This design comes from an exercise in tuning for small area, a short achievable clock period and few clock cycles per item on the open sky130 flow, not from production work.
RTL that was checked went through simulation tests only; none was proved equivalent to the original.
The RTL of run 2 was laid out without a check of its function.

==> flow/design.v, too long to show whole: its modules and the start of the top module <==
// module lpp_cordic_stage: 153 lines
// module lpp_cordic_first: 142 lines
// module lpp_cordic_last: 163 lines
// module lidar_polar_to_pixel: 732 lines
module lidar_polar_to_pixel (
    input  logic        clk,
    input  logic        rst_n,
    input  logic        s_axis_tvalid,
    output logic        s_axis_tready,
    input  logic [39:0] s_axis_tdata,
    input  logic        s_axis_tuser,
    output logic        m_axis_tvalid,
    input  logic        m_axis_tready,
    output logic [39:0] m_axis_tdata,
    output logic        m_axis_tuser,
    input  logic        cfg_we,
    input  logic [1:0]  cfg_index,
    input  logic [23:0] cfg_data
);
  // ...
==> flow/flow/run.sh <==
#!/bin/bash
# The standard layout, with timing repair after placement aimed at a
# 3.6 ns period. The clock and constraints stay the design's: only
# repair_timing's setup margin changes. Synthesis and floorplan run first,
# the floorplan removing synthesis buffers rather than repairing timing
# (that repair cannot buffer, so it only spins on the pipeline enable net);
# placement re-buffers.
set -euo pipefail
bash standard.sh REMOVE_ABC_BUFFERS=1 floorplan > standard_floorplan.log 2>&1
bash standard.sh SETUP_SLACK_MARGIN=6.4 finish > standard_finish.log 2>&1
==> flow/standard.sh <==
#!/bin/bash
# synth_recipe.tcl (not shown) runs the flow's synth.tcl, then flattens the netlist and writes it again
# the make line also repeats each setting of config.mk as NAME=value (left out here)
make -C /OpenROAD-flow-scripts/flow DESIGN_CONFIG=/design/flow/config.mk WORK_HOME=/design/flow/orfs CLKGATE_MAP_FILE= SYNTH_SCRIPT=/design/flow/synth_recipe.tcl "${@:-finish}"
==> flow/config.mk <==
export PLATFORM = sky130hd
export DESIGN_NAME = lidar_polar_to_pixel
export DESIGN_NICKNAME = lidar_polar_to_pixel
export VERILOG_FILES = /design/flow/design.v
export SDC_FILE = /design/flow/constraint.sdc
export NUM_CORES = 4
export LEC_CHECK = 0
export CAP_MARGIN = 20
export CORE_MARGIN = 2
export CORE_UTILIZATION = 40
export CTS_CLUSTER_DIAMETER = 120
export CTS_CLUSTER_SIZE = 22
export SLEW_MARGIN = 20
export SYNTH_HIERARCHICAL = 1
==> flow/constraint.sdc <==
create_clock -name core_clock -period 10.0 [get_ports {clk}]
set_input_delay 2.0000 -clock core_clock [delete_from_list [all_inputs] [get_ports {clk}]]
set_output_delay 2.0000 -clock core_clock [all_outputs]
set_load 0.01 [all_outputs]
==> run_results.csv, run 1 <==
group,metric,value,unit
global_route,grt_usage,0.178,
clocking,cts_root_buf,"clkbuf_16",
clocking,numClockSinks,1911,
critical_path,r2r_setup_slack,6.16,ns
logic_synthesis,async_reset_ff_frac,0.0382,
logic_synthesis,synthCells,11145,
critical_path,worstPathArrival,4.48,ns
finish,multi_input_area,72500,sq um
critical_path,cp_num_buf_inv,2,
timing,maxSlewViolCount,0,
placement,io_buffers,109,
clocking,numCtsBuffers,106,
clocking,cts_buffer_depth,4,
global_route,grt_use_met1,0.227,
placement,dp_hpwl,228000,um
finish,multi_input_area_share,0.487,
critical_path,crit_chain,"ha_4, inv_1, fa_1, inv_2, ha_4, o21a_1, o21ai_2, a32oi_2, a221o_1, a41o_1, nor4_2, nor4b_2, o21a_1, o21ai_2, a21boi_2, xor2_1",
critical_path,rr_worst_depth,16,
finish,inverters,1393,
finish,seq_area_frac,0.383,
timing,slew_headroom,0.297,
placement,placed_cell_area,139000,sq um
timing,fmax,260,MHz
critical_path,critical_path_cell_count,16,
global_route,busiest_layer,"met2",
placement,dp_worst_setup_slack,5.18,ns
logic_synthesis,synth_top_family_by_area,"adder cells",
global_route,grt_max_degree,181,
run_status,outcome,"no timing/DRC/antenna violations",
die,initial_core_util,0.402,
finish,nMultiInputCombCells,7617,
timing,min_period,3.84,ns
logic_synthesis,synth_area_leaders,"edfxtp_1 42%, ha_1 13%, fa_1 9.8%",
critical_path,worstReg2RegEnd,"z6_reg[24]$_DFFE_PN_",
logic_synthesis,synth_mux_area_frac,0.0122,
logic_synthesis,synth_edf_count,1838,
logic_synthesis,synth.distinct_cells,131,
clocking,ctsHoldBuffers,0,
die,io_pins,115,
logic_synthesis,ys.flop_type,"edfxtp_1",
logic_synthesis,synth_top_cell_by_area,"edfxtp_1",
timing,timing.hold.ws,0.340,ns
Testbench counts, summed over its fixed seeds: cycles 8,176, items 8,000.
==> inputs of run 2 (changes only) <==
--- a/flow/design.v
+++ b/flow/design.v
@@ -116,6 +116,44 @@
         s[25] = (c == 5'b00010) | (c == 5'b00011) | (c == 5'b00100) | (c == 5'b00101) | (c == 5'b00110) | (c == 5'b00111) | (c == 5'b01000) | (c == 5'b01001) | (c == 5'b01010) | (c == 5'b01011) | (c == 5'b01100) | (c == 5'b01101) | (c == 5'b01110) | (c == 5'b01111) | (c == 5'b10000) | (c == 5'b10001) | (c == 5'b10010) | (c == 5'b10011) | (c == 5'b10100) | (c == 5'b10101) | (c == 5'b10110) | (c == 5'b10111);
         s6_of = s;
     endfunction
+    function automatic logic [33:0] nib_gain(input logic [3:0] v);
+        logic [33:0] s;
+        s[0] = 1'b0;
+        s[1] = (v == 4'd1) | (v == 4'd3) | (v == 4'd5) | (v == 4'd7) | (v == 4'd9) | (v == 4'd11) | (v == 4'd13) | (v == 4'd15);
+        s[2] = (v == 4'd2) | (v == 4'd3) | (v == 4'd6) | (v == 4'd7) | (v == 4'd10) | (v == 4'd11) | (v == 4'd14) | (v == 4'd15);
+        s[3] = (v == 4'd1) | (v == 4'd3) | (v == 4'd4) | (v == 4'd6) | (v == 4'd9) | (v == 4'd11) | (v == 4'd12) | (v == 4'd14);
+        s[4] = (v == 4'd2) | (v == 4'd3) | (v == 4'd5) | (v == 4'd6) | (v == 4'd8) | (v == 4'd9) | (v == 4'd12) | (v == 4'd15);
+        s[5] = (v == 4'd1) | (v == 4'd3) | (v == 4'd4) | (v == 4'd6) | (v == 4'd7) | (v == 4'd9) | (v == 4'd10) | (v == 4'd12) | (v == 4'd13) | (v == 4'd15);
+        s[6] = (v == 4'd1) | (v == 4'd2) | (v == 4'd6) | (v == 4'd7) | (v == 4'd8) | (v == 4'd12) | (v == 4'd13) | (v == 4'd14);
+        s[7] = (v == 4'd2) | (v == 4'd4) | (v == 4'd7) | (v == 4'd9) | (v == 4'd11) | (v == 4'd12) | (v == 4'd14);
+        s[8] = (v == 4'd1) | (v == 4'd4) | (v == 4'd5) | (v == 4'd7) | (v == 4'd8) | (v == 4'd11) | (v == 4'd14) | (v == 4'd15);
+        s[9] = (v == 4'd1) | (v == 4'd2) | (v == 4'd3) | (v == 4'd7) | (v == 4'd8) | (v == 4'd9) | (v == 4'd10) | (v == 4'd14) | (v == 4'd15);
+        s[10] = (v == 4'd2) | (v == 4'd4) | (v == 4'd6) | (v == 4'd7) | (v == 4'd9) | (v == 4'd11) | (v == 4'd13) | (v == 4'd14);
+        s[11] = (v == 4'd1) | (v == 4'd4) | (v == 4'd5) | (v == 4'd7) | (v == 4'd8) | (v == 4'd11) | (v == 4'd12) | (v == 4'd14) | (v == 4'd15);
+        s[12] = (v == 4'd1) | (v == 4'd2) | (v == 4'd3) | (v == 4'd7) | (v == 4'd8) | (v == 4'd9) | (v == 4'd10) | (v == 4'd14) | (v == 4'd15);
+        s[13] = (v == 4'd1) | (v == 4'd2) | (v == 4'd3) | (v == 4'd4) | (v == 4'd5) | (v == 4'd6) | (v == 4'd14) | (v == 4'd15);
+        s[14] = (v == 4'd2) | (v == 4'd4) | (v == 4'd6) | (v == 4'd8) | (v == 4'd10) | (v == 4'd12) | (v == 4'd15);
+        s[15] = (v == 4'd3) | (v == 4'd4) | (v == 4'd7) | (v == 4'd8) | (v == 4'd11) | (v == 4'd12);
+        s[16] = (v == 4'd1) | (v == 4'd3) | (v == 4'd6) | (v == 4'd8) | (v == 4'd9) | (v == 4'd11) | (v == 4'd14);
+        s[17] = (v == 4'd2) | (v == 4'd3) | (v == 4'd5) | (v == 4'd6) | (v == 4'd9) | (v == 4'd12) | (v == 4'd15);
+        s[18] = (v == 4'd1) | (v == 4'd3) | (v == 4'd4) | (v == 4'd6) | (v == 4'd7) | (v == 4'd9) | (v == 4'd10) | (v == 4'd12) | (v == 4'd13) | (v == 4'd15);
+        s[19] = (v == 4'd1) | (v == 4'd2) | (v == 4'd6) | (v == 4'd7) | (v == 4'd8) | (v == 4'd12) | (v == 4'd13) | (v == 4'd14);
+        s[20] = (v == 4'd1) | (v == 4'd2) | (v == 4'd3) | (v == 4'd4) | (v == 4'd5) | (v == 4'd12) | (v == 4'd13) | (v == 4'd14) | (v == 4'd15);
+        s[21] = (v == 4'd2) | (v == 4'd4) | (v == 4'd6) | (v == 4'd8) | (v == 4'd10) | (v == 4'd13) | (v == 4'd15);
+        s[22] = (v == 4'd1) | (v == 4'd4) | (v == 4'd5) | (v == 4'd8) | (v == 4'd9) | (v == 4'd12) | (v == 4'd15);
+        s[23] = (v == 4'd1) | (v == 4'd2) | (v == 4'd3) | (v == 4'd8) | (v == 4'd9) | (v == 4'd10) | (v == 4'd11) | (v == 4'd15);
+        s[24] = (v == 4'd2) | (v == 4'd4) | (v == 4'd6) | (v == 4'd9) | (v == 4'd11) | (v == 4'd13);
+        s[25] = (v == 4'd1) | (v == 4'd4) | (v == 4'd5) | (v == 4'd8) | (v == 4'd11) | (v == 4'd12) | (v == 4'd15);
+        s[26] = (v == 4'd1) | (v == 4'd2) | (v == 4'd3) | (v == 4'd8) | (v == 4'd9) | (v == 4'd10) | (v == 4'd15);
+        s[27] = (v == 4'd2) | (v == 4'd4) | (v == 4'd6) | (v == 4'd9) | (v == 4'd11) | (v == 4'd13);
+        s[28] = (v == 4'd3) | (v == 4'd4) | (v == 4'd7) | (v == 4'd8) | (v == 4'd9) | (v == 4'd12) | (v == 4'd13);
+        s[29] = (v == 4'd1) | (v == 4'd3) | (v == 4'd6) | (v == 4'd8) | (v == 4'd11) | (v == 4'd13) | (v == 4'd14);
+        s[30] = (v == 4'd2) | (v == 4'd3) | (v == 4'd5) | (v == 4'd6) | (v == 4'd9) | (v == 4'd12) | (v == 4'd13) | (v == 4'd15);
+        s[31] = (v == 4'd4) | (v == 4'd5) | (v == 4'd6) | (v == 4'd10) | (v == 4'd11) | (v == 4'd12) | (v == 4'd13);
+        s[32] = (v == 4'd7) | (v == 4'd8) | (v == 4'd9) | (v == 4'd10) | (v == 4'd11) | (v == 4'd12) | (v == 4'd13);
+        s[33] = (v == 4'd14) | (v == 4'd15);
+        nib_gain = s;
+    endfunction
 module lpp_cordic_stage #(
     parameter int SHIFT = 2
 ) (
@@ -252,6 +290,44 @@
         s[25] = (c == 5'b00010) | (c == 5'b00011) | (c == 5'b00100) | (c == 5'b00101) | (c == 5'b00110) | (c == 5'b00111) | (c == 5'b01000) | (c == 5'b01001) | (c == 5'b01010) | (c == 5'b01011) | (c == 5'b01100) | (c == 5'b01101) | (c == 5'b01110) | (c == 5'b01111) | (c == 5'b10000) | (c == 5'b10001) | (c == 5'b10010) | (c == 5'b10011) | (c == 5'b10100) | (c == 5'b10101) | (c == 5'b10110) | (c == 5'b10111);
         s6_of = s;
     endfunction
+    function automatic logic [33:0] nib_gain(input logic [3:0] v);
+        logic [33:0] s;
+        s[0] = 1'b0;
+        s[1] = (v == 4'd1) | (v == 4'd3) | (v == 4'd5) | (v == 4'd7) | (v == 4'd9) | (v == 4'd11) | (v == 4'd13) | (v == 4'd15);
+        s[2] = (v == 4'd2) | (v == 4'd3) | (v == 4'd6) | (v == 4'd7) | (v == 4'd10) | (v == 4'd11) | (v == 4'd14) | (v == 4'd15);
+        s[3] = (v == 4'd1) | (v == 4'd3) | (v == 4'd4) | (v == 4'd6) | (v == 4'd9) | (v == 4'd11) | (v == 4'd12) | (v == 4'd14);
+        s[4] = (v == 4'd2) | (v == 4'd3) | (v == 4'd5) | (v == 4'd6) | (v == 4'd8) | (v == 4'd9) | (v == 4'd12) | (v == 4'd15);
+        s[5] = (v == 4'd1) | (v == 4'd3) | (v == 4'd4) | (v == 4'd6) | (v == 4'd7) | (v == 4'd9) | (v == 4'd10) | (v == 4'd12) | (v == 4'd13) | (v == 4'd15);
+        s[6] = (v == 4'd1) | (v == 4'd2) | (v == 4'd6) | (v == 4'd7) | (v == 4'd8) | (v == 4'd12) | (v == 4'd13) | (v == 4'd14);
+        s[7] = (v == 4'd2) | (v == 4'd4) | (v == 4'd7) | (v == 4'd9) | (v == 4'd11) | (v == 4'd12) | (v == 4'd14);
+        s[8] = (v == 4'd1) | (v == 4'd4) | (v == 4'd5) | (v == 4'd7) | (v == 4'd8) | (v == 4'd11) | (v == 4'd14) | (v == 4'd15);
+        s[9] = (v == 4'd1) | (v == 4'd2) | (v == 4'd3) | (v == 4'd7) | (v == 4'd8) | (v == 4'd9) | (v == 4'd10) | (v == 4'd14) | (v == 4'd15);
+        s[10] = (v == 4'd2) | (v == 4'd4) | (v == 4'd6) | (v == 4'd7) | (v == 4'd9) | (v == 4'd11) | (v == 4'd13) | (v == 4'd14);
+        s[11] = (v == 4'd1) | (v == 4'd4) | (v == 4'd5) | (v == 4'd7) | (v == 4'd8) | (v == 4'd11) | (v == 4'd12) | (v == 4'd14) | (v == 4'd15);
+        s[12] = (v == 4'd1) | (v == 4'd2) | (v == 4'd3) | (v == 4'd7) | (v == 4'd8) | (v == 4'd9) | (v == 4'd10) | (v == 4'd14) | (v == 4'd15);
+        s[13] = (v == 4'd1) | (v == 4'd2) | (v == 4'd3) | (v == 4'd4) | (v == 4'd5) | (v == 4'd6) | (v == 4'd14) | (v == 4'd15);
+        s[14] = (v == 4'd2) | (v == 4'd4) | (v == 4'd6) | (v == 4'd8) | (v == 4'd10) | (v == 4'd12) | (v == 4'd15);
+        s[15] = (v == 4'd3) | (v == 4'd4) | (v == 4'd7) | (v == 4'd8) | (v == 4'd11) | (v == 4'd12);
+        s[16] = (v == 4'd1) | (v == 4'd3) | (v == 4'd6) | (v == 4'd8) | (v == 4'd9) | (v == 4'd11) | (v == 4'd14);
+        s[17] = (v == 4'd2) | (v == 4'd3) | (v == 4'd5) | (v == 4'd6) | (v == 4'd9) | (v == 4'd12) | (v == 4'd15);
+        s[18] = (v == 4'd1) | (v == 4'd3) | (v == 4'd4) | (v == 4'd6) | (v == 4'd7) | (v == 4'd9) | (v == 4'd10) | (v == 4'd12) | (v == 4'd13) | (v == 4'd15);
+        s[19] = (v == 4'd1) | (v == 4'd2) | (v == 4'd6) | (v == 4'd7) | (v == 4'd8) | (v == 4'd12) | (v == 4'd13) | (v == 4'd14);
+        s[20] = (v == 4'd1) | (v == 4'd2) | (v == 4'd3) | (v == 4'd4) | (v == 4'd5) | (v == 4'd12) | (v == 4'd13) | (v == 4'd14) | (v == 4'd15);
+        s[21] = (v == 4'd2) | (v == 4'd4) | (v == 4'd6) | (v == 4'd8) | (v == 4'd10) | (v == 4'd13) | (v == 4'd15);
+        s[22] = (v == 4'd1) | (v == 4'd4) | (v == 4'd5) | (v == 4'd8) | (v == 4'd9) | (v == 4'd12) | (v == 4'd15);
+        s[23] = (v == 4'd1) | (v == 4'd2) | (v == 4'd3) | (v == 4'd8) | (v == 4'd9) | (v == 4'd10) | (v == 4'd11) | (v == 4'd15);
+        s[24] = (v == 4'd2) | (v == 4'd4) | (v == 4'd6) | (v == 4'd9) | (v == 4'd11) | (v == 4'd13);
+        s[25] = (v == 4'd1) | (v == 4'd4) | (v == 4'd5) | (v == 4'd8) | (v == 4'd11) | (v == 4'd12) | (v == 4'd15);
+        s[26] = (v == 4'd1) | (v == 4'd2) | (v == 4'd3) | (v == 4'd8) | (v == 4'd9) | (v == 4'd10) | (v == 4'd15);
+        s[27] = (v == 4'd2) | (v == 4'd4) | (v == 4'd6) | (v == 4'd9) | (v == 4'd11) | (v == 4'd13);
+        s[28] = (v == 4'd3) | (v == 4'd4) | (v == 4'd7) | (v == 4'd8) | (v == 4'd9) | (v == 4'd12) | (v == 4'd13);
+        s[29] = (v == 4'd1) | (v == 4'd3) | (v == 4'd6) | (v == 4'd8) | (v == 4'd11) | (v == 4'd13) | (v == 4'd14);
+        s[30] = (v == 4'd2) | (v == 4'd3) | (v == 4'd5) | (v == 4'd6) | (v == 4'd9) | (v == 4'd12) | (v == 4'd13) | (v == 4'd15);
+        s[31] = (v == 4'd4) | (v == 4'd5) | (v == 4'd6) | (v == 4'd10) | (v == 4'd11) | (v == 4'd12) | (v == 4'd13);
+        s[32] = (v == 4'd7) | (v == 4'd8) | (v == 4'd9) | (v == 4'd10) | (v == 4'd11) | (v == 4'd12) | (v == 4'd13);
+        s[33] = (v == 4'd14) | (v == 4'd15);
+        nib_gain = s;
+    endfunction
     logic [32:0] xsn;
     logic [63:0] x_sum;
     logic [63:0] y_sum;
@@ -275,6 +351,7 @@
     input  logic               s1,
     input  logic               s2,
     input  logic [31:0]        x0,
+    input  logic [31:0]        w,
     output logic signed [32:0] dout_x,
     output logic signed [32:0] dout_yp
 );
@@ -396,12 +473,52 @@
         s[25] = (c == 5'b00010) | (c == 5'b00011) | (c == 5'b00100) | (c == 5'b00101) | (c == 5'b00110) | (c == 5'b00111) | (c == 5'b01000) | (c == 5'b01001) | (c == 5'b01010) | (c == 5'b01011) | (c == 5'b01100) | (c == 5'b01101) | (c == 5'b01110) | (c == 5'b01111) | (c == 5'b10000) | (c == 5'b10001) | (c == 5'b10010) | (c == 5'b10011) | (c == 5'b10100) | (c == 5'b10101) | (c == 5'b10110) | (c == 5'b10111);
         s6_of = s;
     endfunction
-    logic [32:0] h;
+    function automatic logic [33:0] nib_gain(input logic [3:0] v);
+        logic [33:0] s;
+        s[0] = 1'b0;
+        s[1] = (v == 4'd1) | (v == 4'd3) | (v == 4'd5) | (v == 4'd7) | (v == 4'd9) | (v == 4'd11) | (v == 4'd13) | (v == 4'd15);
+        s[2] = (v == 4'd2) | (v == 4'd3) | (v == 4'd6) | (v == 4'd7) | (v == 4'd10) | (v == 4'd11) | (v == 4'd14) | (v == 4'd15);
+        s[3] = (v == 4'd1) | (v == 4'd3) | (v == 4'd4) | (v == 4'd6) | (v == 4'd9) | (v == 4'd11) | (v == 4'd12) | (v == 4'd14);
+        s[4] = (v == 4'd2) | (v == 4'd3) | (v == 4'd5) | (v == 4'd6) | (v == 4'd8) | (v == 4'd9) | (v == 4'd12) | (v == 4'd15);
+        s[5] = (v == 4'd1) | (v == 4'd3) | (v == 4'd4) | (v == 4'd6) | (v == 4'd7) | (v == 4'd9) | (v == 4'd10) | (v == 4'd12) | (v == 4'd13) | (v == 4'd15);
+        s[6] = (v == 4'd1) | (v == 4'd2) | (v == 4'd6) | (v == 4'd7) | (v == 4'd8) | (v == 4'd12) | (v == 4'd13) | (v == 4'd14);
+        s[7] = (v == 4'd2) | (v == 4'd4) | (v == 4'd7) | (v == 4'd9) | (v == 4'd11) | (v == 4'd12) | (v == 4'd14);
+        s[8] = (v == 4'd1) | (v == 4'd4) | (v == 4'd5) | (v == 4'd7) | (v == 4'd8) | (v == 4'd11) | (v == 4'd14) | (v == 4'd15);
+        s[9] = (v == 4'd1) | (v == 4'd2) | (v == 4'd3) | (v == 4'd7) | (v == 4'd8) | (v == 4'd9) | (v == 4'd10) | (v == 4'd14) | (v == 4'd15);
+        s[10] = (v == 4'd2) | (v == 4'd4) | (v == 4'd6) | (v == 4'd7) | (v == 4'd9) | (v == 4'd11) | (v == 4'd13) | (v == 4'd14);
+        s[11] = (v == 4'd1) | (v == 4'd4) | (v == 4'd5) | (v == 4'd7) | (v == 4'd8) | (v == 4'd11) | (v == 4'd12) | (v == 4'd14) | (v == 4'd15);
+        s[12] = (v == 4'd1) | (v == 4'd2) | (v == 4'd3) | (v == 4'd7) | (v == 4'd8) | (v == 4'd9) | (v == 4'd10) | (v == 4'd14) | (v == 4'd15);
+        s[13] = (v == 4'd1) | (v == 4'd2) | (v == 4'd3) | (v == 4'd4) | (v == 4'd5) | (v == 4'd6) | (v == 4'd14) | (v == 4'd15);
+        s[14] = (v == 4'd2) | (v == 4'd4) | (v == 4'd6) | (v == 4'd8) | (v == 4'd10) | (v == 4'd12) | (v == 4'd15);
+        s[15] = (v == 4'd3) | (v == 4'd4) | (v == 4'd7) | (v == 4'd8) | (v == 4'd11) | (v == 4'd12);
+        s[16] = (v == 4'd1) | (v == 4'd3) | (v == 4'd6) | (v == 4'd8) | (v == 4'd9) | (v == 4'd11) | (v == 4'd14);
+        s[17] = (v == 4'd2) | (v == 4'd3) | (v == 4'd5) | (v == 4'd6) | (v == 4'd9) | (v == 4'd12) | (v == 4'd15);
+        s[18] = (v == 4'd1) | (v == 4'd3) | (v == 4'd4) | (v == 4'd6) | (v == 4'd7) | (v == 4'd9) | (v == 4'd10) | (v == 4'd12) | (v == 4'd13) | (v == 4'd15);
+        s[19] = (v == 4'd1) | (v == 4'd2) | (v == 4'd6) | (v == 4'd7) | (v == 4'd8) | (v == 4'd12) | (v == 4'd13) | (v == 4'd14);
+        s[20] = (v == 4'd1) | (v == 4'd2) | (v == 4'd3) | (v == 4'd4) | (v == 4'd5) | (v == 4'd12) | (v == 4'd13) | (v == 4'd14) | (v == 4'd15);
+        s[21] = (v == 4'd2) | (v == 4'd4) | (v == 4'd6) | (v == 4'd8) | (v == 4'd10) | (v == 4'd13) | (v == 4'd15);
+        s[22] = (v == 4'd1) | (v == 4'd4) | (v == 4'd5) | (v == 4'd8) | (v == 4'd9) | (v == 4'd12) | (v == 4'd15);
+        s[23] = (v == 4'd1) | (v == 4'd2) | (v == 4'd3) | (v == 4'd8) | (v == 4'd9) | (v == 4'd10) | (v == 4'd11) | (v == 4'd15);
+        s[24] = (v == 4'd2) | (v == 4'd4) | (v == 4'd6) | (v == 4'd9) | (v == 4'd11) | (v == 4'd13);
+        s[25] = (v == 4'd1) | (v == 4'd4) | (v == 4'd5) | (v == 4'd8) | (v == 4'd11) | (v == 4'd12) | (v == 4'd15);
+        s[26] = (v == 4'd1) | (v == 4'd2) | (v == 4'd3) | (v == 4'd8) | (v == 4'd9) | (v == 4'd10) | (v == 4'd15);
+        s[27] = (v == 4'd2) | (v == 4'd4) | (v == 4'd6) | (v == 4'd9) | (v == 4'd11) | (v == 4'd13);
+        s[28] = (v == 4'd3) | (v == 4'd4) | (v == 4'd7) | (v == 4'd8) | (v == 4'd9) | (v == 4'd12) | (v == 4'd13);
+        s[29] = (v == 4'd1) | (v == 4'd3) | (v == 4'd6) | (v == 4'd8) | (v == 4'd11) | (v == 4'd13) | (v == 4'd14);
+        s[30] = (v == 4'd2) | (v == 4'd3) | (v == 4'd5) | (v == 4'd6) | (v == 4'd9) | (v == 4'd12) | (v == 4'd13) | (v == 4'd15);
+        s[31] = (v == 4'd4) | (v == 4'd5) | (v == 4'd6) | (v == 4'd10) | (v == 4'd11) | (v == 4'd12) | (v == 4'd13);
+        s[32] = (v == 4'd7) | (v == 4'd8) | (v == 4'd9) | (v == 4'd10) | (v == 4'd11) | (v == 4'd12) | (v == 4'd13);
+        s[33] = (v == 4'd14) | (v == 4'd15);
+        nib_gain = s;
+    endfunction
+    logic [32:0] hs;
+    logic [32:0] hn;
     logic [63:0] x_sum;
     logic [63:0] y_sum;
-    assign h     = {2'b00, x0[31:1]};
-    assign x_sum = sk_add({32'd0, x0}, {31'd0, h ^ {33{s1}}}, s1);
-    assign y_sum = sk_add({32'd0, x0}, {31'd0, h ^ {33{!s1}}}, !s1);
+    assign hs    = {s1, s1, w[31:1]};
+    assign hn    = ~hs;
+    assign x_sum = sk_add({32'd0, x0}, {31'd0, hs}, s1);
+    assign y_sum = sk_add({32'd0, x0}, {31'd0, hn}, !s1);
     always_ff @(posedge clk)
     begin
         if (en)
@@ -418,10 +535,10 @@
     input  logic [1:0]         quad,
     input  logic signed [32:0] din_x,
     input  logic signed [32:0] din_yp,
-    output logic [22:0]        pv,
-    output logic               pnz,
-    output logic [22:0]        qv,
-    output logic               qnz
+    output logic [22:0]        xv,
+    output logic               xnz_q,
+    output logic [22:0]        yv,
+    output logic               ynz_q
 );
     localparam logic [23:0] SCALE_RESET  = 24'd65536;
     localparam logic [11:0] CENTRE_X_RST = 12'd400;
@@ -541,6 +658,44 @@
         s[25] = (c == 5'b00010) | (c == 5'b00011) | (c == 5'b00100) | (c == 5'b00101) | (c == 5'b00110) | (c == 5'b00111) | (c == 5'b01000) | (c == 5'b01001) | (c == 5'b01010) | (c == 5'b01011) | (c == 5'b01100) | (c == 5'b01101) | (c == 5'b01110) | (c == 5'b01111) | (c == 5'b10000) | (c == 5'b10001) | (c == 5'b10010) | (c == 5'b10011) | (c == 5'b10100) | (c == 5'b10101) | (c == 5'b10110) | (c == 5'b10111);
         s6_of = s;
     endfunction
+    function automatic logic [33:0] nib_gain(input logic [3:0] v);
+        logic [33:0] s;
+        s[0] = 1'b0;
+        s[1] = (v == 4'd1) | (v == 4'd3) | (v == 4'd5) | (v == 4'd7) | (v == 4'd9) | (v == 4'd11) | (v == 4'd13) | (v == 4'd15);
+        s[2] = (v == 4'd2) | (v == 4'd3) | (v == 4'd6) | (v == 4'd7) | (v == 4'd10) | (v == 4'd11) | (v == 4'd14) | (v == 4'd15);
+        s[3] = (v == 4'd1) | (v == 4'd3) | (v == 4'd4) | (v == 4'd6) | (v == 4'd9) | (v == 4'd11) | (v == 4'd12) | (v == 4'd14);
+        s[4] = (v == 4'd2) | (v == 4'd3) | (v == 4'd5) | (v == 4'd6) | (v == 4'd8) | (v == 4'd9) | (v == 4'd12) | (v == 4'd15);
+        s[5] = (v == 4'd1) | (v == 4'd3) | (v == 4'd4) | (v == 4'd6) | (v == 4'd7) | (v == 4'd9) | (v == 4'd10) | (v == 4'd12) | (v == 4'd13) | (v == 4'd15);
+        s[6] = (v == 4'd1) | (v == 4'd2) | (v == 4'd6) | (v == 4'd7) | (v == 4'd8) | (v == 4'd12) | (v == 4'd13) | (v == 4'd14);
+        s[7] = (v == 4'd2) | (v == 4'd4) | (v == 4'd7) | (v == 4'd9) | (v == 4'd11) | (v == 4'd12) | (v == 4'd14);
+        s[8] = (v == 4'd1) | (v == 4'd4) | (v == 4'd5) | (v == 4'd7) | (v == 4'd8) | (v == 4'd11) | (v == 4'd14) | (v == 4'd15);
+        s[9] = (v == 4'd1) | (v == 4'd2) | (v == 4'd3) | (v == 4'd7) | (v == 4'd8) | (v == 4'd9) | (v == 4'd10) | (v == 4'd14) | (v == 4'd15);
+        s[10] = (v == 4'd2) | (v == 4'd4) | (v == 4'd6) | (v == 4'd7) | (v == 4'd9) | (v == 4'd11) | (v == 4'd13) | (v == 4'd14);
+        s[11] = (v == 4'd1) | (v == 4'd4) | (v == 4'd5) | (v == 4'd7) | (v == 4'd8) | (v == 4'd11) | (v == 4'd12) | (v == 4'd14) | (v == 4'd15);
+        s[12] = (v == 4'd1) | (v == 4'd2) | (v == 4'd3) | (v == 4'd7) | (v == 4'd8) | (v == 4'd9) | (v == 4'd10) | (v == 4'd14) | (v == 4'd15);
+        s[13] = (v == 4'd1) | (v == 4'd2) | (v == 4'd3) | (v == 4'd4) | (v == 4'd5) | (v == 4'd6) | (v == 4'd14) | (v == 4'd15);
+        s[14] = (v == 4'd2) | (v == 4'd4) | (v == 4'd6) | (v == 4'd8) | (v == 4'd10) | (v == 4'd12) | (v == 4'd15);
+        s[15] = (v == 4'd3) | (v == 4'd4) | (v == 4'd7) | (v == 4'd8) | (v == 4'd11) | (v == 4'd12);
+        s[16] = (v == 4'd1) | (v == 4'd3) | (v == 4'd6) | (v == 4'd8) | (v == 4'd9) | (v == 4'd11) | (v == 4'd14);
+        s[17] = (v == 4'd2) | (v == 4'd3) | (v == 4'd5) | (v == 4'd6) | (v == 4'd9) | (v == 4'd12) | (v == 4'd15);
+        s[18] = (v == 4'd1) | (v == 4'd3) | (v == 4'd4) | (v == 4'd6) | (v == 4'd7) | (v == 4'd9) | (v == 4'd10) | (v == 4'd12) | (v == 4'd13) | (v == 4'd15);
+        s[19] = (v == 4'd1) | (v == 4'd2) | (v == 4'd6) | (v == 4'd7) | (v == 4'd8) | (v == 4'd12) | (v == 4'd13) | (v == 4'd14);
+        s[20] = (v == 4'd1) | (v == 4'd2) | (v == 4'd3) | (v == 4'd4) | (v == 4'd5) | (v == 4'd12) | (v == 4'd13) | (v == 4'd14) | (v == 4'd15);
+        s[21] = (v == 4'd2) | (v == 4'd4) | (v == 4'd6) | (v == 4'd8) | (v == 4'd10) | (v == 4'd13) | (v == 4'd15);
+        s[22] = (v == 4'd1) | (v == 4'd4) | (v == 4'd5) | (v == 4'd8) | (v == 4'd9) | (v == 4'd12) | (v == 4'd15);
+        s[23] = (v == 4'd1) | (v == 4'd2) | (v == 4'd3) | (v == 4'd8) | (v == 4'd9) | (v == 4'd10) | (v == 4'd11) | (v == 4'd15);
+        s[24] = (v == 4'd2) | (v == 4'd4) | (v == 4'd6) | (v == 4'd9) | (v == 4'd11) | (v == 4'd13);
+        s[25] = (v == 4'd1) | (v == 4'd4) | (v == 4'd5) | (v == 4'd8) | (v == 4'd11) | (v == 4'd12) | (v == 4'd15);
+        s[26] = (v == 4'd1) | (v == 4'd2) | (v == 4'd3) | (v == 4'd8) | (v == 4'd9) | (v == 4'd10) | (v == 4'd15);
+        s[27] = (v == 4'd2) | (v == 4'd4) | (v == 4'd6) | (v == 4'd9) | (v == 4'd11) | (v == 4'd13);
+        s[28] = (v == 4'd3) | (v == 4'd4) | (v == 4'd7) | (v == 4'd8) | (v == 4'd9) | (v == 4'd12) | (v == 4'd13);
+        s[29] = (v == 4'd1) | (v == 4'd3) | (v == 4'd6) | (v == 4'd8) | (v == 4'd11) | (v == 4'd13) | (v == 4'd14);
+        s[30] = (v == 4'd2) | (v == 4'd3) | (v == 4'd5) | (v == 4'd6) | (v == 4'd9) | (v == 4'd12) | (v == 4'd13) | (v == 4'd15);
+        s[31] = (v == 4'd4) | (v == 4'd5) | (v == 4'd6) | (v == 4'd10) | (v == 4'd11) | (v == 4'd12) | (v == 4'd13);
+        s[32] = (v == 4'd7) | (v == 4'd8) | (v == 4'd9) | (v == 4'd10) | (v == 4'd11) | (v == 4'd12) | (v == 4'd13);
+        s[33] = (v == 4'd14) | (v == 4'd15);
+        nib_gain = s;
+    endfunction
     logic               negx;
     logic               negy;
     logic signed [32:0] xs;
@@ -567,10 +722,10 @@
     begin
         if (en)
         begin
-            pv  <= quad[0] ? x16n[32:10] : y16n[32:10];
-            qv  <= quad[0] ? y16n[32:10] : x16n[32:10];
-            pnz <= quad[0] ? xnz : ynz;
-            qnz <= quad[0] ? ynz : xnz;
+            xv    <= x16n[32:10];
+            yv    <= y16n[32:10];
+            xnz_q <= xnz;
+            ynz_q <= ynz;
         end
     end
 endmodule
@@ -707,6 +862,44 @@
         s[25] = (c == 5'b00010) | (c == 5'b00011) | (c == 5'b00100) | (c == 5'b00101) | (c == 5'b00110) | (c == 5'b00111) | (c == 5'b01000) | (c == 5'b01001) | (c == 5'b01010) | (c == 5'b01011) | (c == 5'b01100) | (c == 5'b01101) | (c == 5'b01110) | (c == 5'b01111) | (c == 5'b10000) | (c == 5'b10001) | (c == 5'b10010) | (c == 5'b10011) | (c == 5'b10100) | (c == 5'b10101) | (c == 5'b10110) | (c == 5'b10111);
         s6_of = s;
     endfunction
+    function automatic logic [33:0] nib_gain(input logic [3:0] v);
+        logic [33:0] s;
+        s[0] = 1'b0;
+        s[1] = (v == 4'd1) | (v == 4'd3) | (v == 4'd5) | (v == 4'd7) | (v == 4'd9) | (v == 4'd11) | (v == 4'd13) | (v == 4'd15);
+        s[2] = (v == 4'd2) | (v == 4'd3) | (v == 4'd6) | (v == 4'd7) | (v == 4'd10) | (v == 4'd11) | (v == 4'd14) | (v == 4'd15);
+        s[3] = (v == 4'd1) | (v == 4'd3) | (v == 4'd4) | (v == 4'd6) | (v == 4'd9) | (v == 4'd11) | (v == 4'd12) | (v == 4'd14);
+        s[4] = (v == 4'd2) | (v == 4'd3) | (v == 4'd5) | (v == 4'd6) | (v == 4'd8) | (v == 4'd9) | (v == 4'd12) | (v == 4'd15);
+        s[5] = (v == 4'd1) | (v == 4'd3) | (v == 4'd4) | (v == 4'd6) | (v == 4'd7) | (v == 4'd9) | (v == 4'd10) | (v == 4'd12) | (v == 4'd13) | (v == 4'd15);
+        s[6] = (v == 4'd1) | (v == 4'd2) | (v == 4'd6) | (v == 4'd7) | (v == 4'd8) | (v == 4'd12) | (v == 4'd13) | (v == 4'd14);
+        s[7] = (v == 4'd2) | (v == 4'd4) | (v == 4'd7) | (v == 4'd9) | (v == 4'd11) | (v == 4'd12) | (v == 4'd14);
+        s[8] = (v == 4'd1) | (v == 4'd4) | (v == 4'd5) | (v == 4'd7) | (v == 4'd8) | (v == 4'd11) | (v == 4'd14) | (v == 4'd15);
+        s[9] = (v == 4'd1) | (v == 4'd2) | (v == 4'd3) | (v == 4'd7) | (v == 4'd8) | (v == 4'd9) | (v == 4'd10) | (v == 4'd14) | (v == 4'd15);
+        s[10] = (v == 4'd2) | (v == 4'd4) | (v == 4'd6) | (v == 4'd7) | (v == 4'd9) | (v == 4'd11) | (v == 4'd13) | (v == 4'd14);
+        s[11] = (v == 4'd1) | (v == 4'd4) | (v == 4'd5) | (v == 4'd7) | (v == 4'd8) | (v == 4'd11) | (v == 4'd12) | (v == 4'd14) | (v == 4'd15);
+        s[12] = (v == 4'd1) | (v == 4'd2) | (v == 4'd3) | (v == 4'd7) | (v == 4'd8) | (v == 4'd9) | (v == 4'd10) | (v == 4'd14) | (v == 4'd15);
+        s[13] = (v == 4'd1) | (v == 4'd2) | (v == 4'd3) | (v == 4'd4) | (v == 4'd5) | (v == 4'd6) | (v == 4'd14) | (v == 4'd15);
+        s[14] = (v == 4'd2) | (v == 4'd4) | (v == 4'd6) | (v == 4'd8) | (v == 4'd10) | (v == 4'd12) | (v == 4'd15);
+        s[15] = (v == 4'd3) | (v == 4'd4) | (v == 4'd7) | (v == 4'd8) | (v == 4'd11) | (v == 4'd12);
+        s[16] = (v == 4'd1) | (v == 4'd3) | (v == 4'd6) | (v == 4'd8) | (v == 4'd9) | (v == 4'd11) | (v == 4'd14);
+        s[17] = (v == 4'd2) | (v == 4'd3) | (v == 4'd5) | (v == 4'd6) | (v == 4'd9) | (v == 4'd12) | (v == 4'd15);
+        s[18] = (v == 4'd1) | (v == 4'd3) | (v == 4'd4) | (v == 4'd6) | (v == 4'd7) | (v == 4'd9) | (v == 4'd10) | (v == 4'd12) | (v == 4'd13) | (v == 4'd15);
+        s[19] = (v == 4'd1) | (v == 4'd2) | (v == 4'd6) | (v == 4'd7) | (v == 4'd8) | (v == 4'd12) | (v == 4'd13) | (v == 4'd14);
+        s[20] = (v == 4'd1) | (v == 4'd2) | (v == 4'd3) | (v == 4'd4) | (v == 4'd5) | (v == 4'd12) | (v == 4'd13) | (v == 4'd14) | (v == 4'd15);
+        s[21] = (v == 4'd2) | (v == 4'd4) | (v == 4'd6) | (v == 4'd8) | (v == 4'd10) | (v == 4'd13) | (v == 4'd15);
+        s[22] = (v == 4'd1) | (v == 4'd4) | (v == 4'd5) | (v == 4'd8) | (v == 4'd9) | (v == 4'd12) | (v == 4'd15);
+        s[23] = (v == 4'd1) | (v == 4'd2) | (v == 4'd3) | (v == 4'd8) | (v == 4'd9) | (v == 4'd10) | (v == 4'd11) | (v == 4'd15);
+        s[24] = (v == 4'd2) | (v == 4'd4) | (v == 4'd6) | (v == 4'd9) | (v == 4'd11) | (v == 4'd13);
+        s[25] = (v == 4'd1) | (v == 4'd4) | (v == 4'd5) | (v == 4'd8) | (v == 4'd11) | (v == 4'd12) | (v == 4'd15);
+        s[26] = (v == 4'd1) | (v == 4'd2) | (v == 4'd3) | (v == 4'd8) | (v == 4'd9) | (v == 4'd10) | (v == 4'd15);
+        s[27] = (v == 4'd2) | (v == 4'd4) | (v == 4'd6) | (v == 4'd9) | (v == 4'd11) | (v == 4'd13);
+        s[28] = (v == 4'd3) | (v == 4'd4) | (v == 4'd7) | (v == 4'd8) | (v == 4'd9) | (v == 4'd12) | (v == 4'd13);
+        s[29] = (v == 4'd1) | (v == 4'd3) | (v == 4'd6) | (v == 4'd8) | (v == 4'd11) | (v == 4'd13) | (v == 4'd14);
+        s[30] = (v == 4'd2) | (v == 4'd3) | (v == 4'd5) | (v == 4'd6) | (v == 4'd9) | (v == 4'd12) | (v == 4'd13) | (v == 4'd15);
+        s[31] = (v == 4'd4) | (v == 4'd5) | (v == 4'd6) | (v == 4'd10) | (v == 4'd11) | (v == 4'd12) | (v == 4'd13);
+        s[32] = (v == 4'd7) | (v == 4'd8) | (v == 4'd9) | (v == 4'd10) | (v == 4'd11) | (v == 4'd12) | (v == 4'd13);
+        s[33] = (v == 4'd14) | (v == 4'd15);
+        nib_gain = s;
+    endfunction
     localparam int NP = 21;    
     logic [23:0] pixel_scale_reg;
     logic [11:0] centre_x_reg;
@@ -907,46 +1100,24 @@
         if (en)
             p_reg <= p_sum[39:8];
     end
-    localparam int NCSD = 12;
-    localparam logic [61:0] GAIN_K = 62'((62'd1 << 24) - (62'd1 << 56) + (62'd1 << 21) - (62'd1 << 53)
-                                         + (62'd1 << 18) - (62'd1 << 50) + (62'd1 << 10) - (62'd1 << 42)
-                                         + (62'd1 << 7) - (62'd1 << 39) + (62'd1 << 5) - (62'd1 << 37));
-    logic [61:0] pp;
-    logic [61:0] pn;
-    logic [(NCSD+1)*62-1:0] grows;
-    assign pp = {30'd0, p_reg};
-    assign pn = {30'd0, ~p_reg};
-    assign grows = {GAIN_K,
-                    pp << 29, pp << 27, pn << 24, pn << 21, pn << 18, pp << 16,
-                    pp << 14, pn << 10, pn << 7, pn << 5, pp << 3, pp << 1};
     logic [61:0] gs;
     logic [61:0] gc;
     logic [61:0] u_gcsa_r0;
-    assign u_gcsa_r0 = grows[61:0];
+    assign u_gcsa_r0 = 62'(nib_gain(p_reg[3:0])) << 0;
     logic [61:0] u_gcsa_r1;
-    assign u_gcsa_r1 = grows[123:62];
+    assign u_gcsa_r1 = 62'(nib_gain(p_reg[7:4])) << 4;
     logic [61:0] u_gcsa_r2;
-    assign u_gcsa_r2 = grows[185:124];
+    assign u_gcsa_r2 = 62'(nib_gain(p_reg[11:8])) << 8;
     logic [61:0] u_gcsa_r3;
-    assign u_gcsa_r3 = grows[247:186];
+    assign u_gcsa_r3 = 62'(nib_gain(p_reg[15:12])) << 12;
     logic [61:0] u_gcsa_r4;
-    assign u_gcsa_r4 = grows[309:248];
+    assign u_gcsa_r4 = 62'(nib_gain(p_reg[19:16])) << 16;
     logic [61:0] u_gcsa_r5;
-    assign u_gcsa_r5 = grows[371:310];
+    assign u_gcsa_r5 = 62'(nib_gain(p_reg[23:20])) << 20;
     logic [61:0] u_gcsa_r6;
-    assign u_gcsa_r6 = grows[433:372];
+    assign u_gcsa_r6 = 62'(nib_gain(p_reg[27:24])) << 24;
     logic [61:0] u_gcsa_r7;
-    assign u_gcsa_r7 = grows[495:434];
-    logic [61:0] u_gcsa_r8;
-    assign u_gcsa_r8 = grows[557:496];
-    logic [61:0] u_gcsa_r9;
-    assign u_gcsa_r9 = grows[619:558];
-    logic [61:0] u_gcsa_r10;
-    assign u_gcsa_r10 = grows[681:620];
-    logic [61:0] u_gcsa_r11;
-    assign u_gcsa_r11 = grows[743:682];
-    logic [61:0] u_gcsa_r12;
-    assign u_gcsa_r12 = grows[805:744];
+    assign u_gcsa_r7 = 62'(nib_gain(p_reg[31:28])) << 28;
     logic [61:0] u_gcsa_l0_s0;
     logic [61:0] u_gcsa_l0_c0;
     assign u_gcsa_l0_s0 = u_gcsa_r0 ^ u_gcsa_r1 ^ u_gcsa_r2;
@@ -955,44 +1126,24 @@
     logic [61:0] u_gcsa_l0_c1;
     assign u_gcsa_l0_s1 = u_gcsa_r3 ^ u_gcsa_r4 ^ u_gcsa_r5;
     assign u_gcsa_l0_c1 = {(u_gcsa_r3[60:0] & u_gcsa_r4[60:0]) | (u_gcsa_r3[60:0] & u_gcsa_r5[60:0]) | (u_gcsa_r4[60:0] & u_gcsa_r5[60:0]), 1'b0};
-    logic [61:0] u_gcsa_l0_s2;
-    logic [61:0] u_gcsa_l0_c2;
-    assign u_gcsa_l0_s2 = u_gcsa_r6 ^ u_gcsa_r7 ^ u_gcsa_r8;
-    assign u_gcsa_l0_c2 = {(u_gcsa_r6[60:0] & u_gcsa_r7[60:0]) | (u_gcsa_r6[60:0] & u_gcsa_r8[60:0]) | (u_gcsa_r7[60:0] & u_gcsa_r8[60:0]), 1'b0};
-    logic [61:0] u_gcsa_l0_s3;
-    logic [61:0] u_gcsa_l0_c3;
-    assign u_gcsa_l0_s3 = u_gcsa_r9 ^ u_gcsa_r10 ^ u_gcsa_r11;
-    assign u_gcsa_l0_c3 = {(u_gcsa_r9[60:0] & u_gcsa_r10[60:0]) | (u_gcsa_r9[60:0] & u_gcsa_r11[60:0]) | (u_gcsa_r10[60:0] & u_gcsa_r11[60:0]), 1'b0};
     logic [61:0] u_gcsa_l1_s0;
     logic [61:0] u_gcsa_l1_c0;
     assign u_gcsa_l1_s0 = u_gcsa_l0_s0 ^ u_gcsa_l0_c0 ^ u_gcsa_l0_s1;
     assign u_gcsa_l1_c0 = {(u_gcsa_l0_s0[60:0] & u_gcsa_l0_c0[60:0]) | (u_gcsa_l0_s0[60:0] & u_gcsa_l0_s1[60:0]) | (u_gcsa_l0_c0[60:0] & u_gcsa_l0_s1[60:0]), 1'b0};
     logic [61:0] u_gcsa_l1_s1;
     logic [61:0] u_gcsa_l1_c1;
-    assign u_gcsa_l1_s1 = u_gcsa_l0_c1 ^ u_gcsa_l0_s2 ^ u_gcsa_l0_c2;
-    assign u_gcsa_l1_c1 = {(u_gcsa_l0_c1[60:0] & u_gcsa_l0_s2[60:0]) | (u_gcsa_l0_c1[60:0] & u_gcsa_l0_c2[60:0]) | (u_gcsa_l0_s2[60:0] & u_gcsa_l0_c2[60:0]), 1'b0};
-    logic [61:0] u_gcsa_l1_s2;
-    logic [61:0] u_gcsa_l1_c2;
-    assign u_gcsa_l1_s2 = u_gcsa_l0_s3 ^ u_gcsa_l0_c3 ^ u_gcsa_r12;
-    assign u_gcsa_l1_c2 = {(u_gcsa_l0_s3[60:0] & u_gcsa_l0_c3[60:0]) | (u_gcsa_l0_s3[60:0] & u_gcsa_r12[60:0]) | (u_gcsa_l0_c3[60:0] & u_gcsa_r12[60:0]), 1'b0};
+    assign u_gcsa_l1_s1 = u_gcsa_l0_c1 ^ u_gcsa_r6 ^ u_gcsa_r7;
+    assign u_gcsa_l1_c1 = {(u_gcsa_l0_c1[60:0] & u_gcsa_r6[60:0]) | (u_gcsa_l0_c1[60:0] & u_gcsa_r7[60:0]) | (u_gcsa_r6[60:0] & u_gcsa_r7[60:0]), 1'b0};
     logic [61:0] u_gcsa_l2_s0;
     logic [61:0] u_gcsa_l2_c0;
     assign u_gcsa_l2_s0 = u_gcsa_l1_s0 ^ u_gcsa_l1_c0 ^ u_gcsa_l1_s1;
     assign u_gcsa_l2_c0 = {(u_gcsa_l1_s0[60:0] & u_gcsa_l1_c0[60:0]) | (u_gcsa_l1_s0[60:0] & u_gcsa_l1_s1[60:0]) | (u_gcsa_l1_c0[60:0] & u_gcsa_l1_s1[60:0]), 1'b0};
-    logic [61:0] u_gcsa_l2_s1;
-    logic [61:0] u_gcsa_l2_c1;
-    assign u_gcsa_l2_s1 = u_gcsa_l1_c1 ^ u_gcsa_l1_s2 ^ u_gcsa_l1_c2;
-    assign u_gcsa_l2_c1 = {(u_gcsa_l1_c1[60:0] & u_gcsa_l1_s2[60:0]) | (u_gcsa_l1_c1[60:0] & u_gcsa_l1_c2[60:0]) | (u_gcsa_l1_s2[60:0] & u_gcsa_l1_c2[60:0]), 1'b0};
     logic [61:0] u_gcsa_l3_s0;
     logic [61:0] u_gcsa_l3_c0;
-    assign u_gcsa_l3_s0 = u_gcsa_l2_s0 ^ u_gcsa_l2_c0 ^ u_gcsa_l2_s1;
-    assign u_gcsa_l3_c0 = {(u_gcsa_l2_s0[60:0] & u_gcsa_l2_c0[60:0]) | (u_gcsa_l2_s0[60:0] & u_gcsa_l2_s1[60:0]) | (u_gcsa_l2_c0[60:0] & u_gcsa_l2_s1[60:0]), 1'b0};
-    logic [61:0] u_gcsa_l4_s0;
-    logic [61:0] u_gcsa_l4_c0;
-    assign u_gcsa_l4_s0 = u_gcsa_l3_s0 ^ u_gcsa_l3_c0 ^ u_gcsa_l2_c1;
-    assign u_gcsa_l4_c0 = {(u_gcsa_l3_s0[60:0] & u_gcsa_l3_c0[60:0]) | (u_gcsa_l3_s0[60:0] & u_gcsa_l2_c1[60:0]) | (u_gcsa_l3_c0[60:0] & u_gcsa_l2_c1[60:0]), 1'b0};
-    assign gs = u_gcsa_l4_s0;
-    assign gc = u_gcsa_l4_c0;
+    assign u_gcsa_l3_s0 = u_gcsa_l2_s0 ^ u_gcsa_l2_c0 ^ u_gcsa_l1_c1;
+    assign u_gcsa_l3_c0 = {(u_gcsa_l2_s0[60:0] & u_gcsa_l2_c0[60:0]) | (u_gcsa_l2_s0[60:0] & u_gcsa_l1_c1[60:0]) | (u_gcsa_l2_c0[60:0] & u_gcsa_l1_c1[60:0]), 1'b0};
+    assign gs = u_gcsa_l3_s0;
+    assign gc = u_gcsa_l3_c0;
     logic [61:0] gs_reg;
     logic [61:1] gc_reg;
     always_ff @(posedge clk)
@@ -1005,6 +1156,9 @@
     end
     logic [61:0] x0_full;
     logic [31:0] x0_reg;
+    logic [31:0] w_reg;
+    logic [4:0]  code_c4;
+    assign code_c4 = sig_prefix(r_reg[3]);
     logic [6:4][4:0] code_reg;
     logic [61:0] u_x0add_a;
     logic [61:0] u_x0add_b;
@@ -1016,47 +1170,43 @@
     always_ff @(posedge clk)
     begin
         if (en)
+        begin
             x0_reg <= x0_full[61:30];
+            w_reg  <= x0_full[61:30] ^ {32{code_c4[4]}};
+        end
     end
     logic [16:0] sig_at [4:19];
-    logic [16:0] r9_reg;
+    logic [16:0] r9;
+    logic [63:0] u_sum;
+    logic [25:0] u_reg;
     logic [17:0] r33_reg;
     logic [25:0] s6n_reg;
+    assign r9    = 17'(r_reg[6]) + (17'(r_reg[6]) << 3);
+    assign u_sum = sk_add({38'd0, 26'(r9) << 15}, {38'd0, 26'(r9) << 1}, 1'b0);
     always_ff @(posedge clk)
     begin
         if (en)
         begin
-            r9_reg  <= 17'(r_reg[6]) + (17'(r_reg[6]) << 3);
+            u_reg   <= u_sum[25:0];
             r33_reg <= 18'(r_reg[6]) + (18'(r_reg[6]) << 5);
             s6n_reg <= ~s6_of(code_reg[6]);
         end
     end
-    logic [4*26-1:0] zrows;
-    assign zrows = {s6n_reg,
-                    ~(26'(r33_reg) << 6),
-                    (26'(r9_reg) << 1) | 26'd1,
-                    26'(r9_reg) << 15};
+    logic [25:0] zr0;
+    logic [25:0] zr1;
+    logic [25:0] zr2;
+    logic [25:0] zsx;
+    logic [25:0] zcx;
+    assign zr0 = u_reg | 26'd1;
+    assign zr1 = ~(26'(r33_reg) << 6);
+    assign zr2 = s6n_reg;
+    assign zsx = zr0 ^ zr1 ^ zr2;
+    assign zcx = {(zr0[24:0] & zr1[24:0]) | (zr0[24:0] & zr2[24:0]) | (zr1[24:0] & zr2[24:0]), 1'b0};
     logic [25:0] zs;
     logic [25:0] zc;
     logic [25:0] z6_sum;
-    logic [25:0] u_zcsa_r0;
-    assign u_zcsa_r0 = zrows[25:0];
-    logic [25:0] u_zcsa_r1;
-    assign u_zcsa_r1 = zrows[51:26];
-    logic [25:0] u_zcsa_r2;
-    assign u_zcsa_r2 = zrows[77:52];
-    logic [25:0] u_zcsa_r3;
-    assign u_zcsa_r3 = zrows[103:78];
-    logic [25:0] u_zcsa_l0_s0;
-    logic [25:0] u_zcsa_l0_c0;
-    assign u_zcsa_l0_s0 = u_zcsa_r0 ^ u_zcsa_r1 ^ u_zcsa_r2;
-    assign u_zcsa_l0_c0 = {(u_zcsa_r0[24:0] & u_zcsa_r1[24:0]) | (u_zcsa_r0[24:0] & u_zcsa_r2[24:0]) | (u_zcsa_r1[24:0] & u_zcsa_r2[24:0]), 1'b0};
-    logic [25:0] u_zcsa_l1_s0;
-    logic [25:0] u_zcsa_l1_c0;
-    assign u_zcsa_l1_s0 = u_zcsa_l0_s0 ^ u_zcsa_l0_c0 ^ u_zcsa_r3;
-    assign u_zcsa_l1_c0 = {(u_zcsa_l0_s0[24:0] & u_zcsa_l0_c0[24:0]) | (u_zcsa_l0_s0[24:0] & u_zcsa_r3[24:0]) | (u_zcsa_l0_c0[24:0] & u_zcsa_r3[24:0]), 1'b0};
-    assign zs = u_zcsa_l1_s0;
-    assign zc = u_zcsa_l1_c0;
+    assign zs = zsx;
+    assign zc = zcx;
     logic [25:0] u_z6add_a;
     logic [25:0] u_z6add_b;
     logic [63:0] u_z6add_s;
@@ -1160,6 +1310,7 @@
         .s1      (sig_at[4][1]),
         .s2      (sig_at[4][2]),
         .x0      (x0_reg),
+        .w       (w_reg),
         .dout_x  (c5_x),
         .dout_yp (c5_yp)
     );
@@ -1180,10 +1331,10 @@
             .dout_yp  (cy_reg[i + 4])
         );
     end
-    logic [22:0] pv_reg;
-    logic [22:0] qv_reg;
-    logic        pnz_reg;
-    logic        qnz_reg;
+    logic [22:0] xv_reg;
+    logic [22:0] yv_reg;
+    logic        xnz_reg;
+    logic        ynz_reg;
     lpp_cordic_last u_last (
         .clk    (clk),
         .en     (en),
@@ -1191,10 +1342,10 @@
         .quad   (quad_reg[NP - 3]),
         .din_x  (cx_reg[18]),
         .din_yp (cy_reg[18]),
-        .pv     (pv_reg),
-        .pnz    (pnz_reg),
-        .qv     (qv_reg),
-        .qnz    (qnz_reg)
+        .xv     (xv_reg),
+        .xnz_q  (xnz_reg),
+        .yv     (yv_reg),
+        .ynz_q  (ynz_reg)
     );
     always_ff @(posedge clk)
     begin
@@ -1204,7 +1355,7 @@
             st_reg   <= {st_reg[NP-2:0], s_axis_tuser};
             quad_reg <= {quad_reg[NP-3:1], quad_c1};
             r_reg    <= {r_reg[5:1], rem15[12:0]};
-            code_reg <= {code_reg[5:4], sig_prefix(r_reg[3])};
+            code_reg <= {code_reg[5:4], code_c4};
         end
     end
     function automatic logic [17:0] place(input logic [22:0] nv, input logic nz,
@@ -1245,8 +1396,10 @@
     begin
         if (en)
         begin
-            pxp_reg <= place(pv_reg, pnz_reg, fq[1], centre_x_reg);
-            pyp_reg <= place(qv_reg, qnz_reg, !(fq[0] ^ fq[1]), centre_y_reg);
+            pxp_reg <= place(fq[0] ? xv_reg : yv_reg, fq[0] ? xnz_reg : ynz_reg,
+                             fq[1], centre_x_reg);
+            pyp_reg <= place(fq[0] ? yv_reg : xv_reg, fq[0] ? ynz_reg : xnz_reg,
+                             !(fq[0] ^ fq[1]), centre_y_reg);
         end
     end
     assign px = saturate(pxp_reg);
--- a/flow/config.mk
+++ b/flow/config.mk
@@ -8,7 +8,5 @@
 export CAP_MARGIN = 20
 export CORE_MARGIN = 2
 export CORE_UTILIZATION = 40
-export CTS_CLUSTER_DIAMETER = 120
-export CTS_CLUSTER_SIZE = 22
 export SLEW_MARGIN = 20
 export SYNTH_HIERARCHICAL = 1
==> run 2 against run 1 <==
  * Cell count is 4.4% higher
  * Non-clock buffer count grew 24
  * Synthesized cell count grew 4.5%
  * Via count rose by 6.1%
  * Maximum frequency decreased by 0.16%
  * First-iteration DRC count grew 18%
  * Clock-buffer cell count is 142 higher
  * Hold slack better by 0.037 ns
  * Clock skew is 0.083 ns lower
  * Critical endpoint is now gs_reg[38]$_DFFE_PN_
  * Largest cell class unchanged
==> run_results.csv, run 2 <==
group,metric,value,unit
timing,fmax,260,MHz
critical_path,worstPathArrival,4.45,ns
route,routedWlPerCell,19.4,um
critical_path,slowest_stage,"nor3_1",
logic_synthesis,synth.avg_cell_area,11.5,sq um
critical_path,cpMostUsedCell,"fa_2",
global_route,grt_pass1_wl,504000,um
placement,dp_hpwl,238000,um
route,dr_wl_met3,13400,um
die,die_y,583,um
timing,skew,0.0734,ns
route,routed.top_layer,"met4",
critical_path,crit_required,10.61,ns
timing,fin_crit_sh,0.385,
critical_path,cp_max_fo,7,
finish,final_common_cell,"edfxtp_1",
timing,setup_viol,0,
job,cap_violations,0,
clocking,cts_buffer_depth,4,
clocking,htreeDepth,4,
critical_path,start_kind,"flip-flop",
die,initial_core_util,0.402,
finish,stdcell_count,16755,
timing,rsz0062_at_grt,"yes",
critical_path,critPathCaptureType,"flip-flop",
clocking,numClockSinks,1944,
placement,io_buffers,109,
die,coreArea,333000,sq um
route,vias,87830,
placement,place_congestion,0.913,
timing,hold_violations,0,
route,vias_per_cell,5.24,
placement,placed_cells,15884,
clocking,cts_root_buf,"clkbuf_16",
finish,nets,14053,
min_path,min_path_type,"flip-flop to flip-flop",
critical_path,crit_chain,"buf_6, buf_4, nor2_2, or2_4, nor2_1, nor3_1, fa_2, fa_2, inv_2, fa_2",
die,die_area,340000,sq um
global_route,grt-ovfl-total,0,
route,wl_met2,162000,um
route,drc_errors,0,
route,routed_wl,325000,um
finish,area_growth,15.2,%
global_route,grt_max_degree,172,
logic_synthesis,ys_warn_count,30,
die,fp.dieW,583,um
finish,drive_gt1_frac,0.139,
route,drt_iter0_markers,5520,
timing,tns,0,ns
die,row_count,212,
run_status,outcome,"no timing/DRC/antenna violations",
route,ant_nets,0,
logic_synthesis,synthCells,11646,
global_route,grt_usage,0.186,
critical_path,path_class,"flip-flop to flip-flop",
global_route,antenna_found_initial,5,
critical_path,max_stage_delay,0.74,ns
clocking,clock_latency,0.89,ns
die,io_pins,115,
clocking,cts.clk_slew.worst_paths,0.06,ns
timing,min_period,3.85,ns
clocking,numCtsBuffers,221,
clocking,cts_tree,"built",
finish,layout_common_cells,"1,871 x edfxtp_1, 1,241 x xnor2_1, 1,240 x ha_1",
global_route,grt_pass1_vias,90087,
timing,maxSlewViolCount,0,
timing,slew_headroom,0.287,
timing,worst_pin_slew,1.07,ns
route,drt-met1-wl,137000,um
logic_synthesis,netlist_area,134000,sq um
timing,timing.hold.ws,0.376,ns
route,firstDrtPassIters,6,
-- run 2: metrics by stage --
stage	cell area (sq um)	setup slack, ns	utilization
floorplan	133000	-31.64	-
global placement	140000	5.24	0.420
detailed placement	140000	5.26	0.420
CTS	151000	6.17	0.453
global route	154000	6.10	0.463
finish	154000	6.15	0.463
-- run 2: timing repair --
item | 4_1_cts | 5_1_grt
buffers inserted | 270 | 176
hold buffers | 0 | 0
setup endpoints to repair | 692 | 823
gates cloned | 4 | 7
pin swaps | 137 | 260
gates resized for setup | 509 | 392
-- run 2: per-layer routing --
layer | track usage | vias to the layer above
met1 | 0.236 | 42857
met2 | 0.327 | 1835
met3 | 0.0198 | 593
met5 | 0 | -
met4 | 0.0674 | 0
li1 | - | 42545
-- run 2: worst max-delay path: cells and delay by family, from the launching register on --
family                   cells  cell delay, ns
adder cells (fa/ha/maj)      3            1.63
AND/OR/NAND/NOR              4            1.23
flip-flops                   1            0.40
buffers and inverters        3            0.30
-- run 2: layout make-up --
type                    instances  area (sq um)
repair buffers                633          6000
clock buffers                 273          5840
well taps                    4387          5490
inverters                    1256          4850
multi-input cells            8122         72800
clock inverters               138          1280
fillers                     29863        179000
diodes                          2          5.00
flip-flops and latches       1944         58100
-- run 2: final timing paths --
path | depth (start not counted) | to | from | slack [ns]
hold reg to reg | 0 | g_sig[15].at[13]$_DFFE_PN_ | g_sig[14].at[13]$_DFFE_PN_ | 0.38
setup reg to reg | 10 | gs_reg[38]$_DFFE_PN_ | p_reg[10]$_DFFE_PN_ | 6.15
hold / removal | 0 | g_sig[15].at[13]$_DFFE_PN_ | g_sig[14].at[13]$_DFFE_PN_ | 0.38
max in group asynchronous | 2 | pixel_scale_reg[5]$_DFFE_PN0P_ | rst_n | 7.96
min in group asynchronous | 2 | ov_reg$_DFF_PN0_ | rst_n | 1.32
setup / recovery | 10 | gs_reg[38]$_DFFE_PN_ | p_reg[10]$_DFFE_PN_ | 6.15

separate check: timing with driven ports:
The results above use ideal ports. As a check the final layouts listed here were re-extracted and re-timed, cells and wires unchanged.
Step 1 assumes that a clkbuf_16 drives the clock port and a buf_2 every other input.
Step 2 adds t to the input delays and takes it off the output delays; t is the mean of the earliest and latest rising clock arrival at the registers after step 1. Input paths then give back, and output paths get back, about the clock's delay inside the block.
Three values: ideal, step 1, step 2; two values: the first two.
run | shift t [ns] | setup WS [ns] | worst register clock-pin slew, ns | worst slew at a driven data input, ns | pins driven straight from the clock port
run 1 | 0.929 | 6.160 / 6.160 / 6.003 | 0.10 / 0.10 | 0.12 | 1
run 2 | 0.950 | 6.154 / 6.154 / 6.145 | 0.07 / 0.07 | 0.11 | 1
After both steps every run listed still meets setup and hold. For run 1, which loses most, drivers alone change the setup slack by 0.000 ns; drivers and shift together by -0.157 ns.
